From an optimization exercise on the open Yosys and OpenROAD flow, aimed at small area, a short achievable clock period and few clock cycles per item; shortcuts taken in it are not production practice. Only simulation tests tie the RTL to the original design; equivalence was not proved.

build 91:
==> flow/design.v (excerpt) <==
module cos_unit (
    input  logic        clock,
    input  logic        arst_n,
    input  logic        clk_en,
    input  logic        start,
    input  logic [31:0] dataa,
    output logic [31:0] result,
    output logic        done
);
For scale: ~3300 cells after synthesis, about 130 flip-flops, ~69 I/O pins.
==> flow/config.mk <==
export PLATFORM = sky130hd
export DESIGN_NAME = cos_unit
export DESIGN_NICKNAME = cos_unit
export VERILOG_FILES = /design/flow/design.v
export SDC_FILE = /design/flow/constraint.sdc
export NUM_CORES = 4
export LEC_CHECK = 0
export ABC_AREA = 1
export CAP_MARGIN = 20
export CORE_MARGIN = 2
export CORE_UTILIZATION = 45
export SETUP_SLACK_MARGIN = 4.7
export SLEW_MARGIN = 20
export TNS_END_PERCENT = 100
==> flow/constraint.sdc <==
create_clock -name core_clock -period 8.0 [get_ports {clock}]
set_input_delay 1.6000 -clock core_clock [delete_from_list [all_inputs] [get_ports {clock}]]
set_output_delay 1.6000 -clock core_clock [all_outputs]
set_load 0.01 [all_outputs]
standard.sh (not shown) runs the stock make flow with config.mk's settings and CLKGATE_MAP_FILE= SYNTH_SCRIPT=/design/flow/synth_recipe.tcl, a recipe that flattens the netlist after the stock synthesis.
==> flow/flow/run.sh <==
#!/bin/bash
# Standard layout, but the port buffers are buf_2 cells instead of the delay
# buffers buffer_ports picks by default. Full tool output goes to standard_flow.log.
set -euo pipefail
bash standard.sh "BUFFER_PORTS_ARGS=-buffer_cell sky130_fd_sc_hd__buf_2" finish > standard_flow.log 2>&1
Build 91 closes out successfully: all stages finished, all timing, DRC and antenna checks passed.
Testbench counts of build 91, summed over its fixed seeds: cycles 7,168, items 512.
### build 91 -> build 5
- swapping 4.7 for 4.8 in SETUP_SLACK_MARGIN
- swapping 100 for 50 in TNS_END_PERCENT
==> notes.md <==
In build 5 relative to build 91, count of filler cells inserted in the layout had gone down slightly.
Lower utilization was reported by build 91, not build 5.
Highest attainable clock frequency in build 5 is 1.8% higher than in build 91
Build 5 and build 91 ended up with roughly the same data required time of the critical path.
Compared to build 91, build 5 has largest fanout of any net on the critical path 7 higher.
Comparing build 91 and build 5, the lower minimum period implied by the final worst setup slack is on build 5.
Cell count in build 5 is 14 higher than in build 91
Modified inputs, build 90 compared to build 5
- changing TNS_END_PERCENT from 50 to 100
### Flow results
Both conditions hold for build 90: the flow ran to the end and the final layout passed the timing, design-rule and antenna checks.
Of the two values seen for slowest cell on the critical path, sky130_fd_sc_hd__clkinv_1 was produced by build 90 and sky130_fd_sc_hd__ha_1 by build 5.
There was hardly any difference in via count between build 90 and build 5.
Status: global-route usage parity (build 5, build 90)
Build 5 → build 90: worst slew margin relative to its limit decreased 1.2 points, detailed-routed wire length on met2 decreased about 0.37%.
Between build 5 and build 90, the difference in number of buffers inserted during clock tree synthesis is negligible.
In terms of number of cells in the finished layout apart from fillers, build 90 and build 5 differ only marginally.
The inputs of build 17 differ from those of build 90 as listed below.
- GPL_ROUTABILITY_DRIVEN: unset -> 0
Notes after the runs:
Build 17 has completed all stages; timing, DRC and antenna checks passed.
Flip-flop and latch area went down slightly going from build 90 to build 17.
Build 17 vs build 90: total routing resource utilization after global routing down
Compared with build 90, build 17 shows a final period demand of the worst path that is 0.052 ns higher.
From build 17 to build 90, count of unresolved DRC violations after routing did not move at all.
The non-clock buffer count of build 17 falls short of that of build 90 by about 3.3%.
What build 97 does differently from build 17 at the input level:
- CTS_BUF_LIST newly set to sky130_fd_sc_hd__clkbuf_4 sky130_fd_sc_hd__clkbuf_8
- GPL_ROUTABILITY_DRIVEN removed (was 0)
### Flow results
Build 97 -> build 17: die area delta 0, exact match
Diff build 17 -> build 97: area growth from synthesis to final layout now smaller; number of violations of the max-capacitance limit essentially unchanged; final wirelength rose by about 2.2%; first-iteration DRC count lost 153; required time reported for the critical path endpoint went up by 0.06 ns.
Build 97 vs build 17 — initial antenna violation count rose 2.
Between build 17 and build 97, share of the cycle needed by the critical path after routing is higher for build 17, build 97 comes in under that.

========
cos_unit again, from the RTL that the note above started with.
==> flow/config.mk <==
export PLATFORM = sky130hd
export DESIGN_NAME = cos_unit
export DESIGN_NICKNAME = cos_unit
export VERILOG_FILES = /design/flow/design.v
export SDC_FILE = /design/flow/constraint.sdc
export NUM_CORES = 4
export LEC_CHECK = 0
export ABC_AREA = 1
export CAP_MARGIN = 20
export CORE_MARGIN = 2
export CORE_UTILIZATION = 45
export CTS_BUF_LIST = sky130_fd_sc_hd__clkbuf_8
export SETUP_SLACK_MARGIN = 4.8
export SLEW_MARGIN = 20
export TNS_END_PERCENT = 100
==> flow/constraint.sdc <==
create_clock -name core_clock -period 8.0 [get_ports {clock}]
set_input_delay 1.6000 -clock core_clock [delete_from_list [all_inputs] [get_ports {clock}]]
set_output_delay 1.6000 -clock core_clock [all_outputs]
set_load 0.01 [all_outputs]
Scripts as last shown in full above: flow/flow/run.sh
The starting point ran to the end with no violations.
Testbench counts at the start, summed over its fixed seeds: cycles 7,168, items 512.
Edit:
CTS_BUF_LIST = default   (was sky130_fd_sc_hd__clkbuf_8)
SETUP_SLACK_MARGIN = 4.9   (was 4.8)
=> First-iteration DRC count is lower by 4.3%. Synthesized cell count does not change. Routed wire length rose by about 3.4%. Global-route usage goes up by 0.14 points.

-- static timing again, ports no longer ideal --
No port has a modelled driver above. Below, the same layouts with a new extraction and two added sets of constraints.
Step 1 sets driving cells, clkbuf_16 on the clock port and buf_2 on the other inputs (assumed; they add their load-dependent delay and slew).
Step 2 adds t to the input delays and takes it off the output delays; t is the mean of the earliest and latest rising clock arrival at the registers after step 1. Input paths then give back, and output paths get back, about the clock's delay inside the block.
a / b / c = ideal / step 1 / step 2; a / b = the first two.
| run | shift t [ns] | slack for setup (ns) | worst setup path after step 2 | latest minus earliest clock arrival (ns) | worst register clock-pin slew, ns |
|---|---|---|---|---|---|
| build 91 | 0.538 | 4.822 / 4.822 / 4.322 | input to register | 0.015 / 0.015 | 0.07 / 0.07 |
| build 5 | 0.536 | 4.878 / 4.878 / 4.417 | input to register | 0.014 / 0.014 | 0.07 / 0.07 |
| build 90 | 0.534 | 4.945 / 4.956 / 4.445 | input to register | 0.015 / 0.014 | 0.07 / 0.07 |
| build 17 | 0.520 | 4.892 / 4.892 / 4.457 | input to register | 0.020 / 0.020 | 0.07 / 0.07 |
| build 97 | 0.609 | 4.908 / 4.908 / 4.331 | input to register | 0.030 / 0.029 | 0.10 / 0.10 |
| the first run of note 2 | 0.615 | 4.910 / 4.913 / 4.326 | input to register | 0.027 / 0.027 | 0.10 / 0.10 |
| the second run of note 2 | 0.540 | 4.938 / 4.938 / 4.538 | input to register | 0.016 / 0.016 | 0.07 / 0.07 |
After both steps every run listed still meets setup and hold. For the first run of note 2, which loses most, drivers alone change the setup slack by +0.003 ns; drivers and shift together by -0.584 ns.
